What follows belongs to an exercise in optimizing a design on an open flow for a short achievable clock period and few clock cycles per item; a production flow would make more cautious choices. Only simulation tests tie the RTL to the original design; equivalence was not proved. Power is estimated from default activity; no workload was simulated.

--- flow/run.sh ---
#!/bin/bash
# synth_recipe.tcl (not shown) runs the flow's synth.tcl, then flattens the netlist and writes it again
# the make line also repeats each setting of config.mk as NAME=value (left out here)
make -C /OpenROAD-flow-scripts/flow DESIGN_CONFIG=/design/flow/config.mk WORK_HOME=/design/flow/orfs CLKGATE_MAP_FILE= SYNTH_SCRIPT=/design/flow/synth_recipe.tcl finish
--- flow/config.mk ---
export PLATFORM = sky130hd
export DESIGN_NAME = icache_dm
export DESIGN_NICKNAME = icache_dm
export VERILOG_FILES = /design/flow/design.v
export SDC_FILE = /design/flow/constraint.sdc
export NUM_CORES = 4
export LEC_CHECK = 0
export CAP_MARGIN = 20
export CORE_MARGIN = 2
export CORE_UTILIZATION = 35
export SLEW_MARGIN = 20
--- flow/constraint.sdc ---
create_clock -name core_clock -period 7.0 [get_ports {clk}]
set_input_delay 1.4000 -clock core_clock [delete_from_list [all_inputs] [get_ports {clk}]]
set_output_delay 1.4000 -clock core_clock [all_outputs]
set_load 0.01 [all_outputs]
--- flow/design.v ---
module icache_dm_array #(
    parameter int SETS           = 16,
    parameter int WORDS_PER_LINE = 4,
    parameter int DATA_W         = 32,
    parameter int TAG_W          = 24,
    parameter int IDX_W          = 4,
    parameter int OFF_SW         = 2
) (
    input  logic              clk,
    input  logic              nrst,
    input  logic [IDX_W-1:0]  rd_idx,
    input  logic [OFF_SW-1:0] rd_off,
    output logic              rd_valid,
    output logic [TAG_W-1:0]  rd_tag,
    output logic [DATA_W-1:0] rd_data,
    input  logic              data_we,
    input  logic [IDX_W-1:0]  wr_idx,
    input  logic [OFF_SW-1:0] wr_off,
    input  logic [DATA_W-1:0] wr_data,
    input  logic              tag_we,
    input  logic              wr_valid,
    input  logic [TAG_W-1:0]  wr_tag,
    input  logic              inval_en,
    input  logic [IDX_W-1:0]  inval_idx,
    input  logic              clear_all
);
    logic [SETS-1:0]   valid_q, valid_d;
    logic [TAG_W-1:0]  tag_q  [SETS];
    logic [DATA_W-1:0] data_q [SETS*WORDS_PER_LINE];
    assign rd_valid = valid_q[rd_idx];
    assign rd_tag   = tag_q[rd_idx];
    assign rd_data  = data_q[{rd_idx, rd_off}];
    always_comb begin
        valid_d = valid_q;
        if (inval_en) valid_d[inval_idx] = 1'b0;
        if (tag_we)   valid_d[wr_idx]    = wr_valid;
        if (clear_all) valid_d = '0;
    end
    always_ff @(posedge clk or negedge nrst) begin
        if (!nrst) valid_q <= '0;
        else       valid_q <= valid_d;
    end
    always_ff @(posedge clk) begin
        if (tag_we)  tag_q[wr_idx]            <= wr_tag;
        if (data_we) data_q[{wr_idx, wr_off}] <= wr_data;
    end
endmodule
module icache_dm #(
    parameter int ADDR_W         = 32,
    parameter int DATA_W         = 32,
    parameter int SETS           = 16,
    parameter int WORDS_PER_LINE = 4
) (
    input  logic              clk,
    input  logic              nrst,
    input  logic              cpu_req,
    input  logic [ADDR_W-1:0] cpu_addr,
    output logic [DATA_W-1:0] cpu_rdata,
    output logic              cpu_ready,
    input  logic              flush,
    output logic              mem_req,
    output logic [ADDR_W-1:0] mem_addr,
    input  logic              mem_ack,
    input  logic [DATA_W-1:0] mem_rdata
);
    localparam logic IDLE = 1'b0;
    localparam logic FILL = 1'b1;
    localparam int OFF_W  = $clog2(WORDS_PER_LINE);
    localparam int IDX_W  = $clog2(SETS);
    localparam int TAG_W  = ADDR_W - IDX_W - OFF_W - 2;
    localparam int OFF_SW = (OFF_W < 1) ? 1 : OFF_W;
    logic [TAG_W-1:0]  cpu_tag;
    logic [IDX_W-1:0]  cpu_idx;
    logic [OFF_SW-1:0] cpu_off;
    assign cpu_tag = TAG_W'(cpu_addr >> (IDX_W + OFF_W + 2));
    assign cpu_idx = IDX_W'(cpu_addr >> (OFF_W + 2));
    assign cpu_off = (OFF_W == 0) ? '0 : OFF_SW'(cpu_addr >> 2);
    logic              state_q, state_d;
    logic [OFF_SW-1:0] cnt_q, cnt_d;
    logic [TAG_W-1:0]  line_tag_q, line_tag_d;
    logic [IDX_W-1:0]  line_idx_q, line_idx_d;
    logic              flush_pending_q, flush_pending_d;
    logic              rd_valid;
    logic [TAG_W-1:0]  rd_tag;
    logic [DATA_W-1:0] rd_data;
    logic              data_we;
    logic              tag_we;
    logic              wr_valid;
    logic              inval_en;
    logic              clear_all;
    logic in_idle, in_fill, hit, miss, cnt_last, last_ack;
    assign in_idle  = (state_q == IDLE);
    assign in_fill  = (state_q == FILL);
    assign cnt_last = (cnt_q == OFF_SW'(WORDS_PER_LINE - 1));
    assign last_ack = in_fill & mem_ack & cnt_last;
    assign hit  = in_idle & cpu_req & rd_valid & (rd_tag == cpu_tag)
                  & ~flush_pending_q & ~flush;
    assign miss = in_idle & cpu_req & ~hit;
    assign cpu_ready = hit;
    assign cpu_rdata = hit ? rd_data : '0;
    assign mem_req  = in_fill;
    assign mem_addr = in_fill
                      ? ((ADDR_W'(line_tag_q) << (IDX_W + OFF_W + 2))
                         | (ADDR_W'(line_idx_q) << (OFF_W + 2))
                         | (ADDR_W'(cnt_q) << 2))
                      : '0;
    assign data_we   = in_fill & mem_ack;
    assign tag_we    = last_ack;
    assign wr_valid  = ~(flush_pending_q | flush);
    assign inval_en  = miss;
    assign clear_all = (in_idle & flush) | (last_ack & (flush_pending_q | flush));
    always_comb begin
        state_d         = state_q;
        cnt_d           = cnt_q;
        line_tag_d      = line_tag_q;
        line_idx_d      = line_idx_q;
        flush_pending_d = flush_pending_q;
        case (state_q)
            IDLE: begin
                if (miss) begin
                    state_d    = FILL;
                    line_tag_d = cpu_tag;
                    line_idx_d = cpu_idx;
                    cnt_d      = '0;
                end
            end
            FILL: begin
                if (flush) flush_pending_d = 1'b1;
                if (mem_ack) begin
                    if (cnt_last) begin
                        cnt_d           = '0;
                        state_d         = IDLE;
                        flush_pending_d = 1'b0;
                    end else begin
                        cnt_d = cnt_q + 1'b1;
                    end
                end
            end
            default: state_d = IDLE;
        endcase
    end
    always_ff @(posedge clk or negedge nrst) begin
        if (!nrst) begin
            state_q         <= IDLE;
            cnt_q           <= '0;
            line_tag_q      <= '0;
            line_idx_q      <= '0;
            flush_pending_q <= 1'b0;
        end else begin
            state_q         <= state_d;
            cnt_q           <= cnt_d;
            line_tag_q      <= line_tag_d;
            line_idx_q      <= line_idx_d;
            flush_pending_q <= flush_pending_d;
        end
    end
    icache_dm_array #(
        .SETS           (SETS),
        .WORDS_PER_LINE (WORDS_PER_LINE),
        .DATA_W         (DATA_W),
        .TAG_W          (TAG_W),
        .IDX_W          (IDX_W),
        .OFF_SW         (OFF_SW)
    ) u_array (
        .clk       (clk),
        .nrst      (nrst),
        .rd_idx    (cpu_idx),
        .rd_off    (cpu_off),
        .rd_valid  (rd_valid),
        .rd_tag    (rd_tag),
        .rd_data   (rd_data),
        .data_we   (data_we),
        .wr_idx    (line_idx_q),
        .wr_off    (cnt_q),
        .wr_data   (mem_rdata),
        .tag_we    (tag_we),
        .wr_valid  (wr_valid),
        .wr_tag    (line_tag_q),
        .inval_en  (inval_en),
        .inval_idx (cpu_idx),
        .clear_all (clear_all)
    );
endmodule
==> flow_metrics.tcl <==
set metrics [dict create \
    crit_chain "buf_6 > buf_12 > mux2i_1 > o221ai_1 > a211oi_1 > a31oi_1 > o41a_1 > nor4b_2 > nand3_4 > buf_12 > nor2b_1 > clkdlybuf4s50_1" \
    busiest_layer "met2" \
    r2r-end "line_tag_q[12]$_DFFE_PN0P_" \
    cts_buffers 248 \
    hold_depth 2 \
    async_flop_share_pct 1.935 \
    rrSetupSlack_ps 3160 \
    drc_errors 0 \
    holdWs_ps 568.7 \
    drv_slew 0 \
    final-setup-viol-count 0 \
    hp-class "register to register" \
    overflow 0 \
    worst-path-buf-inv 4 \
    postCtsHoldBufs 0 \
    drt-initial-drc-count 5156 \
    yosysTopAreaCellShare_pct 75.38 \
    critical-path-max-stage-delay_ps 560 \
    synth_cell_type_count 75 \
    crit_path_frequent_cell "buf_12" \
    core_sq_um 276000 \
    post-place-cells 7910 \
    drive_gt1_share_pct 31.59 \
    dp_hpwl_mm 143.9 \
    start_util_pct 35.10 \
    share_comb_of_total_power_pct 9.0 \
    power_leakage_nw 34.45 \
    cts_tree "yes" \
    dp_worst_setup_slack_ps 419.9 \
    pwr-share-clk_pct 38.5 \
    hold_viol 0 \
    rsz0062_at_grt "false" \
    cts_resized 0 \
    dieArea_sq_um 281000 \
    intPower_mw 25.68 \
    endpoint_kind "output port" \
    antenna_found_initial 30 \
    postRouteAntennaNets 0 \
    period_share_pct 94.38 \
    r2r_start "u_array.tag_q[10][19]$_DFFE_PP_" \
    clock_tree.root_cell "clkbuf_16" \
    path_delay_family "buffers and inverters" \
    synth_area_per_cell_sq_um 23.58 \
    status "timing/DRC/antenna clean" \
    fin_skew_ps 143.1 \
    use_met1_pct 24.48 \
    synth_top_flop_cell "edfxtp_1" \
    ys_ff_latch 2480 \
    switching_share_pct 23.75 \
    yosys-top-cells-area "edfxtp_1, mux4_2, dfrtp_1" \
    critical_path.max_fanout 48 \
    dieHeight_um 530.1 \
    layout_commonest_cell "edfxtp_1" \
    grt_pass1_wl_mm 354.4 \
    synth-edff-count 2432 \
    period_needed_ps 6607 \
    totalNegativeSetupSlack_ps 0 \
    tightest_slew_ps 1117 \
    cap_violations 0 \
    io_buffers 130 \
    ys_warn_count 2 \
    timing.fmax_mhz 151.4 \
    met2_usage_pct 29.31 \
    slew_headroom_pct 25.38 \
    seqPwrFrac_pct 52.5 \
    post-route-util_pct 40.56 \
    cts.clk_slew.worst_paths_ps 60 \
    grt.total_usage_pct 17.73 \
    start_kind "primary input" \
    layout_common_cells "edfxtp_1, mux4_2, clkbuf_16" \
    area_delta_synth_final_pct 15.56 \
    arrival_ps 5210 \
    fin_nets 4537 \
    holdPathEnd "flush_pending_q$_DFFE_PN0P_" \
    fin_total_pwr_mw 33.68 \
    grt_start_max_net_pins 65 \
    powerDensity_nw_per_um2 300.9 \
    layout_setup_ws_ps 393.4 \
    synth_cells 4108 \
    finalWirelength_mm 252.6 \
    worstSetupPathType "primary input to output port" \
    grt_pass1_vias 46640 \
    yosysTopAreaCell "edfxtp_1" \
    place_congestion 0.8420 \
    io_pins 135 \
    insertion_delay_ps 940 \
    clkSinkCount 2480 \
    cts_max_level 4 \
    die_w_um 530.1 \
    clk_path_buf_depth 4 \
    wl_per_cell_um 30.16 \
    synth-seq-area-share_pct 76.62 \
    reg2reg_depth 10 \
    cts_setup_buffers 0 \
    worst_hold_startpoint "flush_pending_q$_DFFE_PN0P_" \
    gr-usage-met3_pct 2.673 \
    p_switching_mw 8.001 \
    syn_area_sq_um 96890 \
    vdd_ir_drop_max_v 0.0002746 \
    viasPerCell 5.493 \
    rows 193 \
    vias 46020 \
    crit_slowest_cell "clkdlybuf4s50_1" \
    dr.pass1.iters 6 \
    stdcell_count 8377 \
    placed_area_sq_um 104000 \
    crit_required_ps 5600 \
    final_area_sq_um 112000 \
]
logic make-up (layout without fill, tap and decap cells):
kind of cell | after synthesis | count (layout) | share of synthesized area (%)
xor gates and xnor gates | 23 | 23 | 0.2079
AOI/OAI and AO/OA | 135 | 135 | 1.047
and+or+nand+nor | 358 | 358 | 1.905
adders and majority gates | 10 | 10 | 0.1291
DFF | 2480 | 2480 | 76.62
other | 1 | 15 | 0.003871
muxes | 854 | 854 | 18.92
buffers and inverters | 247 | 797 | 1.171
Yosys cell counts, types with 9 or more instances:
cell type  number
mux2_4         25
edfxtp_1     2432
nor3_1         20
and2_1         38
a31oi_1        22
clkbuf_1      152
nor4_1          9
buf_1          26
o21ai_0        12
buf_6          12
dfrtp_1        48
nand2_1        57
mux2_2         10
nor2b_1        45
xor2_1         10
nor2_1        106
o311ai_0       10
nand3_1        22
mux2i_1        50
inv_1          17
a21oi_1        11
xnor2_1        13
ha_1           10
and3_1         10
buf_2          25
a22oi_1        15
nand2b_1        9
nand4_1        12
mux4_2        763
metal layers:
| metal | routed length (um) | vias to the layer above |
|---|---|---|
| li1 | - | 18400 |
| met4 | 6781 | 6 |
| met1 | 103900 | 25320 |
| met3 | 16780 | 389 |
| met2 | 125100 | 1906 |
| met5 | 37 | - |
power by group through the flow:
stage	Combinational [mW]	Clock, mW	Sequential [mW]
after floorplan	1.64	0	17.7
after global placement	3.03	0	17.9
after detailed placement	3.06	0	18.0
after CTS	3.07	13.2	17.7
after global routing	3.21	13.7	17.7
final	3.04	13.0	17.7
registers in the layout, indices dropped and copies added (netlist names):
register / flops
u_array.data_q: 2048
u_array.tag_q: 384
line_tag_q: 24
u_array.valid_q: 16
line_idx_q: 4
cnt_q: 2
flush_pending_q: 1
state_q: 1
how the worst max path moves through the flow:
stage | startpoint | end | slack [ps] | cells past startpoint
3_3_place_gp | cpu_addr[4] | cpu_rdata[3] | 450 | 11
2_1_floorplan | mem_ack | u_array.data_q[56][0]$_DFFE_PP_ | 1410 | 4
5_1_grt | cpu_addr[5] | cpu_rdata[16] | 110 | 12
3_5_place_dp | cpu_addr[4] | cpu_rdata[4] | 420 | 11
4_1_cts | cpu_addr[4] | cpu_rdata[4] | 400 | 11
6_report | cpu_addr[5] | cpu_rdata[26] | 390 | 12
tightest hold or removal path, cell delays in order, from the launching register on:
cell     delay (ps)
dfrtp_1         400
a21oi_1          60
nor2_1           80
cell type report:
class / count / area [sq um]
Timing Repair Buffer: 325 / 2989
Inverter: 21 / 88.84
Tap cell: 3705 / 4636
Clock inverter: 146 / 1345
Sequential cell: 2480 / 74230
Multi-Input combinational cell: 1382 / 22130
Antenna cell: 13 / 32.53
Clock buffer: 305 / 6504
Fill cell: 23840 / 164100
Testbench counts, summed over its fixed seeds: cycles 317,518, fetches 96,000.

==> afterwards: timing with drivers on the ports <==
The results above use ideal ports. As a check the final layout listed here was re-extracted and re-timed, cells and wires unchanged.
Step 1 (the two cells are an assumption about what drives the block):
set clk [get_ports {clk}]
set_driving_cell -lib_cell sky130_fd_sc_hd__clkbuf_16 $clk
set_driving_cell -lib_cell sky130_fd_sc_hd__buf_2 [delete_from_list [all_inputs] $clk]
Step 2 times the ports against the registers' clock, not the clock port: input delays grow and output delays shrink by t, the midpoint of the rising clock arrivals with the driver on.
a / b / c = no drivers / after step 1 / after step 2; a / b = the first two.
shift t [ns]: 0.961
setup WS [ns]: 0.393 / 0.346 / 0.346
cell pins on the clock port's net: 1
After both steps setup and hold are still met in this run. For this run, drivers alone change the setup slack by -0.047 ns; drivers and shift together by -0.047 ns.
